Background: an optimization exercise with open tools, aiming at small area and a short achievable clock period. Do not read the settings as production practice.
The RTL was checked by simulation tests, not by an equivalence proof against the original design.

<file path="run.sh">
#!/bin/bash
# synth_recipe.tcl (not shown) runs the flow's synth.tcl, then flattens the netlist and writes it again
# the make line also repeats each setting of config.mk as NAME=value (left out here)
make -C /OpenROAD-flow-scripts/flow DESIGN_CONFIG=/design/flow/config.mk WORK_HOME=/design/flow/orfs CLKGATE_MAP_FILE= SYNTH_SCRIPT=/design/flow/synth_recipe.tcl finish
</file>
<file path="config.mk">
export PLATFORM = sky130hd
export DESIGN_NAME = pipe_mul
export DESIGN_NICKNAME = pipe_mul
export VERILOG_FILES = /design/flow/design.v
export SDC_FILE = /design/flow/constraint.sdc
export NUM_CORES = 4
export LEC_CHECK = 0
export CAP_MARGIN = 20
export CORE_MARGIN = 2
export CORE_UTILIZATION = 40
export SLEW_MARGIN = 20
</file>
<file path="constraint.sdc">
create_clock -name core_clock -period 8.5 [get_ports {clk_i}]
set_input_delay 1.7000 -clock core_clock [delete_from_list [all_inputs] [get_ports {clk_i}]]
set_output_delay 1.7000 -clock core_clock [all_outputs]
set_load 0.01 [all_outputs]
</file>
<file path="design.v">
`default_nettype none
module pipe_mul #(
    parameter int XLEN   = 32,
    parameter int STAGES = 4,
    parameter int TAG_W  = 4
) (
    input  logic                clk_i,
    input  logic                rst_i,
    input  logic                req_i,
    input  logic                flush_i,
    input  logic [1:0]          op_i,
    input  logic [XLEN-1:0]     a_i,
    input  logic [XLEN-1:0]     b_i,
    input  logic [TAG_W-1:0]    tag_i,
    output logic                ready_o,
    output logic [XLEN-1:0]     result_o,
    output logic [2*XLEN-1:0]   product_o,
    output logic [TAG_W-1:0]    tag_o,
    output logic                busy_o
);
    localparam int c_NS  = STAGES - 1;
    localparam int c_H   = XLEN / 2;
    localparam int c_PPW = XLEN + c_H + 2;
    localparam logic [1:0] c_OP_MUL   = 2'b00;
    localparam logic [1:0] c_OP_MULHU = 2'b11;
    logic               w_a_sgn;
    logic               w_b_sgn;
    logic [c_PPW-1:0]   w_a_pp;
    logic [c_PPW-1:0]   w_blo_pp;
    logic [c_PPW-1:0]   w_bhi_pp;
    logic [c_PPW-1:0]   w_pp_lo;
    logic [c_PPW-1:0]   w_pp_hi;
    logic               w_in_vld;
    assign w_a_sgn  = (op_i != c_OP_MULHU) & a_i[XLEN-1];
    assign w_b_sgn  = ~op_i[1] & b_i[XLEN-1];
    assign w_a_pp   = {{(c_PPW-XLEN){w_a_sgn}}, a_i};
    assign w_blo_pp = {{(c_PPW-c_H){1'b0}}, b_i[c_H-1:0]};
    assign w_bhi_pp = {{(c_PPW-(XLEN-c_H)){w_b_sgn}}, b_i[XLEN-1:c_H]};
    assign w_pp_lo  = w_a_pp * w_blo_pp;
    assign w_pp_hi  = w_a_pp * w_bhi_pp;
    assign w_in_vld = req_i & ~flush_i;
    function automatic logic [2*XLEN-1:0] f_combine(
        input logic [c_PPW-1:0] lo,
        input logic [c_PPW-1:0] hi
    );
        logic [2*XLEN-1:0] v_lo;
        logic [2*XLEN-1:0] v_hi;
        v_lo = {{(2*XLEN-c_PPW){lo[c_PPW-1]}}, lo};
        v_hi = {{(2*XLEN-c_PPW){hi[c_PPW-1]}}, hi};
        f_combine = v_lo + (v_hi << c_H);
    endfunction
    logic                w_last_vld;
    logic [1:0]          w_last_op;
    logic [TAG_W-1:0]    w_last_tag;
    logic [2*XLEN-1:0]   w_last_prod;
    generate
        if (c_NS == 0) begin : g_direct
            assign w_last_vld  = w_in_vld;
            assign w_last_op   = op_i;
            assign w_last_tag  = tag_i;
            assign w_last_prod = f_combine(w_pp_lo, w_pp_hi);
            assign busy_o      = 1'b0;
        end else begin : g_pipe
            logic [c_NS:1]       r_vld;
            logic [1:0]          r_op  [1:c_NS];
            logic [TAG_W-1:0]    r_tag [1:c_NS];
            logic [c_PPW-1:0]    r_pp_lo;
            logic [c_PPW-1:0]    r_pp_hi;
            logic [2*XLEN-1:0]   w_sum;
            always_ff @(posedge clk_i) begin
                if (!rst_i || flush_i) begin
                    r_vld <= '0;
                end else begin
                    r_vld[1] <= w_in_vld;
                    for (int k = 2; k <= c_NS; k++) begin
                        r_vld[k] <= r_vld[k-1];
                    end
                end
            end
            always_ff @(posedge clk_i) begin
                r_op[1]  <= op_i;
                r_tag[1] <= tag_i;
                r_pp_lo  <= w_pp_lo;
                r_pp_hi  <= w_pp_hi;
                for (int k = 2; k <= c_NS; k++) begin
                    r_op[k]  <= r_op[k-1];
                    r_tag[k] <= r_tag[k-1];
                end
            end
            assign w_sum = f_combine(r_pp_lo, r_pp_hi);
            if (c_NS == 1) begin : g_sum_last
                assign w_last_prod = w_sum;
            end else begin : g_dly
                logic [2*XLEN-1:0] r_prod [2:c_NS];
                always_ff @(posedge clk_i) begin
                    r_prod[2] <= w_sum;
                    for (int k = 3; k <= c_NS; k++) begin
                        r_prod[k] <= r_prod[k-1];
                    end
                end
                assign w_last_prod = r_prod[c_NS];
            end
            assign w_last_vld = r_vld[c_NS];
            assign w_last_op  = r_op[c_NS];
            assign w_last_tag = r_tag[c_NS];
            assign busy_o     = |r_vld;
        end
    endgenerate
    always_ff @(posedge clk_i) begin
        if (!rst_i) begin
            ready_o   <= 1'b0;
            result_o  <= '0;
            product_o <= '0;
            tag_o     <= '0;
        end else begin
            ready_o <= w_last_vld & ~flush_i;
            if (w_last_vld && !flush_i) begin
                tag_o     <= w_last_tag;
                product_o <= w_last_prod;
                result_o  <= (w_last_op == c_OP_MUL) ? w_last_prod[XLEN-1:0]
                                                     : w_last_prod[2*XLEN-1:XLEN];
            end
        end
    end
endmodule
`default_nettype wire
</file>
==> impl_results.rst <==
.. list-table::
   :header-rows: 1

   * - Metric
     - Value
   * - Largest net degree at the start of global routing
     - roughly 100
   * - Fraction of final layout cells sized beyond drive strength 1
     - under 10%
   * - Net count after synthesis
     - approximately 6800
   * - Via-to-Cell Ratio
     - 4.92
   * - NumNets Final
     - a little under 7000
   * - Top library cells by usage in the layout, fill and taps aside
     - 1264 x sky130_fd_sc_hd__inv_1, 1026 x sky130_fd_sc_hd__fa_1, 906 x sky130_fd_sc_hd__nand2_1
   * - Width of the die
     - 353 um
   * - Clock Sink Count
     - about 350
   * - Yosys warning total
     - 4
   * - # Max-Cap Violations
     - 0
   * - Number of antenna violations at the first check in global routing
     - 8
   * - Pin slew with the least headroom to its limit
     - between 0.9 and 1 ns
   * - Relative slew slack
     - between 30% and 40%
   * - Die Footprint
     - ~120000 sq um
   * - Max-slew violations
     - 0
   * - Cells taking the most area after synthesis
     - sky130_fd_sc_hd__fa_1 42%, sky130_fd_sc_hd__dfxtp_1 14%, sky130_fd_sc_hd__inv_1 9.7%
   * - Setup-violating endpoint count in the final report
     - 0
   * - Main synth FF type
     - sky130_fd_sc_hd__dfxtp_1
   * - Upper clock frequency limit
     - 0.121 GHz
   * - Buffer type at the clock tree root
     - sky130_fd_sc_hd__clkbuf_16
   * - Portion of synthesized cell area occupied by the leading cell type
     - 42.1%
   * - Global placer's final weighted congestion
     - ~0.89
   * - Tmin final
     - around 8.2 ns
   * - Signed area change from the synthesized netlist to the final layout
     - 12.6%
   * - Clock tree from TritonCTS
     - done
   * - Synth async-reset ratio
     - 0%
   * - Total wire length after detailed routing
     - about 130000 um
   * - Slowest stage delay, CP
     - 0.55 ns
   * - Initial standard-cell utilization of the core
     - approximately two fifths
   * - Synthesized netlist cell count
     - 5419
   * - Number of hold-repair buffers added at the cts stage
     - 0
   * - Final cycle utilization of the critical path
     - 96.9%
   * - Area of the mapped netlist
     - approximately 49000 sq um
   * - Placement-stage worst setup slack
     - -0.347 ns
   * - Via count
     - 35440
   * - Maximum root-to-sink buffer count
     - 3
   * - Final hold violations
     - 0
   * - Number of setup buffers added after CTS
     - 0
   * - Top fanout value on the critical path
     - 16
   * - Cell family with most CP delay
     - adder cells
   * - Final setup skew
     - slightly below 0.04 ns
   * - Detailed Route Iter0 Violations
     - about 2200
   * - Reg clk slew, reported paths
     - about 0.06 ns
   * - Number of flops mapped to enable cells by yosys
     - 0
   * - Number of cells traversed by the worst hold path
     - 0
   * - Number of register bits inferred by synthesis
     - around 350
   * - Critical-path cell with the highest stage delay
     - sky130_fd_sc_hd__fa_1
   * - Most area-hungry cell type in the Yosys netlist
     - sky130_fd_sc_hd__fa_1
   * - Placeable Area
     - about 120000 sq um
   * - Average instance area after synthesis
     - approximately 9 sq um
   * - Worst hold path type
     - register to register
   * - Clock buffers created by TritonCTS
     - 38
   * - Overflow left after global routing
     - 0
   * - Launch instance of the worst register-to-register path
     - g_pipe.r_pp_lo[16]
   * - Final routed DRC violation total
     - 0
   * - Setup ws final
     - 0.265 ns
   * - Logic depth of the worst register-to-register path
     - 13
   * - Post-placement cell area
     - 53600 sq um
   * - Count of antenna-violating nets left after detailed routing
     - 0
   * - Count of standard-cell rows
     - approximately 130
   * - Setup repair after global routing missed its margin
     - false
   * - HPWL after detailed placement
     - ~110000 um
   * - Crit Path Category
     - primary input to register
   * - CP Data Required Time
     - 8.93 ns
   * - Data arrival, critical path
     - a little under 9 ns
   * - Setup crit start kind
     - primary input
   * - Average wire per standard cell
     - roughly 18 um
   * - Max H-tree Level
     - 2
   * - Filler Cell Count
     - 11933
   * - Later-pin clock latency in the skew report
     - roughly 0.57 ns
   * - Top-level I/O count
     - 176
   * - Total global-route track usage
     - between 20% and 30%
   * - Cell occurring most often along the worst timing path
     - sky130_fd_sc_hd__fa_1
   * - FF-to-FF setup slack
     - 4.97 ns
   * - Buffers and inverters on the worst path
     - 9
   * - Iteration count of the initial detailed-routing pass
     - 5
   * - Input/output buffers
     - around 180
   * - Part of the Yosys area used for sequential elements
     - 14.3%
   * - Vias in the first global route
     - 38587
   * - Height of the chip
     - 353 um
   * - Most common cell after layout, fill and taps aside
     - sky130_fd_sc_hd__inv_1
   * - Endpoint of the worst-slack reg-to-reg timing path
     - g_pipe.g_dly.r_prod[2][60]
   * - Global-route wire length before repair
     - about 210000 um
   * - Synth cell types
     - 72
   * - Critical Path End Type
     - register
   * - Start point of the worst hold path
     - g_pipe.g_dly.r_prod[2][23]
   * - Hold Path End
     - g_pipe.g_dly.r_prod[3][23]
   * - Design area
     - 55000 sq um
   * - Outcome
     - finished clean
-- cell usage after synthesis, drive strengths merged (18+ instances only) --
master and instances:
nand2 906, a21boi 74, inv 1264, a21o 56, clkbuf 257, nand4 20, o211a 33, xor2 28
fa 1026, nand2b 19, ha 280, a21oi 137, nor2 97, o21bai 21, o21a 18, nand3 59
and2 392, dfxtp 348, xnor2 112, o21ai 99
-- area by class of cell --
type / instances / area, sq um / area share [%]
Sequential cell: 348 / 6970 / 12.7
Multi-Input combinational cell: 3548 / 36200 / 65.8
Antenna cell: 1 / 2.50 / 0.00455
Clock buffer: 53 / 1120 / 2.03
Inverter: 1264 / 4740 / 8.63
Timing Repair Buffer: 352 / 3750 / 6.82
Clock inverter: 15 / 211 / 0.385
Tap cell: 1625 / 2030 / 3.70
-- how the worst max path moves through the flow --
stage,startpoint,end,slack (ns),cells after the start
floorplan,a_i[31],g_pipe.r_pp_lo[49],0.97,24
global placement,a_i[13],g_pipe.r_pp_hi[47],-0.31,27
detailed placement,a_i[13],g_pipe.r_pp_hi[47],-0.35,27
CTS,a_i[13],g_pipe.r_pp_hi[47],0.23,27
global route,a_i[13],g_pipe.r_pp_hi[47],0.003,27
finish,a_i[13],g_pipe.r_pp_hi[47],0.26,27
-- cells by family (layout without fill, tap and decap cells) --
logic type	Yosys count	in the layout	share of synthesized area, %
buf+inv	1523	1684	11.7
compound gates	523	523	7.25
flops	348	348	14.3
xor+xnor	140	140	2.51
fa+ha+maj	1306	1306	49.2
simple gates	1576	1576	14.9
mux	3	3	0.0615
other cells	0	1	0
-- sequential cells by signal, indices dropped and copies added, names as in the netlist, 3 cells and up --
| register | count |
|---|---|
| g_pipe.g_dly.r_prod | 128 |
| product_o | 64 |
| result_o | 32 |
| g_pipe.r_pp_lo | 50 |
| g_pipe.r_vld | 3 |
| tag_o | 4 |
| g_pipe.r_op | 6 |
| g_pipe.r_tag | 12 |
| g_pipe.r_pp_hi | 48 |
-- metrics by stage --
| stage | cells | hold slack [ns] | setup TNS [ns] | util (%) |
|---|---|---|---|---|
| detailed placement | 7137 | 0.312 | -1.35 | 44.2 |
| CTS | 7205 | 0.294 | 0 | 45.3 |
| finish | 7206 | 0.296 | 0 | 45.3 |
| global placement | 7137 | 0.310 | -0.930 | 44.2 |
| floorplan | 5419 | 0.310 | 0 | - |
| global route | 7205 | 0.302 | 0 | 45.3 |
-- what timing repair did --
| action | CTS | global route |
|---|---|---|
| endpoints found under the setup margin | 0 | 3 |
| endpoints found under the hold margin | 0 | 0 |
| gates resized for setup | 0 | 1 |
-- metal layers --
metal / GRT usage [%] / vias to the layer above / wire, um
met2: 37.0 / 947 / 61900
met5: 0 / - / 68
li1: - / 16242 / -
met1: 28.5 / 18077 / 56200
met3: 2.78 / 164 / 6720
met4: 5.40 / 10 / 3340

-- re-timing with driven ports --
Ports are ideal in the flow. The routed layout listed here was re-timed in OpenROAD. Step 1 (the two cells are an assumption about what drives the block):
set clk [get_ports {clk_i}]
set_driving_cell -lib_cell sky130_fd_sc_hd__clkbuf_16 $clk
set_driving_cell -lib_cell sky130_fd_sc_hd__buf_2 [delete_from_list [all_inputs] $clk]
Step 2 also shifts input and output timing later by t, the mid clock arrival at the registers, as if the neighbouring blocks saw the same clock. a / b / c = no drivers / after step 1 / after step 2; a / b = the first two.
t (ns): 0.626
setup WS [ns]: 0.265 / 0.292 / -0.334
hold slack, ns: 0.296 / 0.296 / 0.296
worst setup path after step 2: input to register
With both steps, setup timing fails in this run, where it was met with ideal ports. For this run, drivers alone change the setup slack by +0.027 ns; drivers and shift together by -0.599 ns.
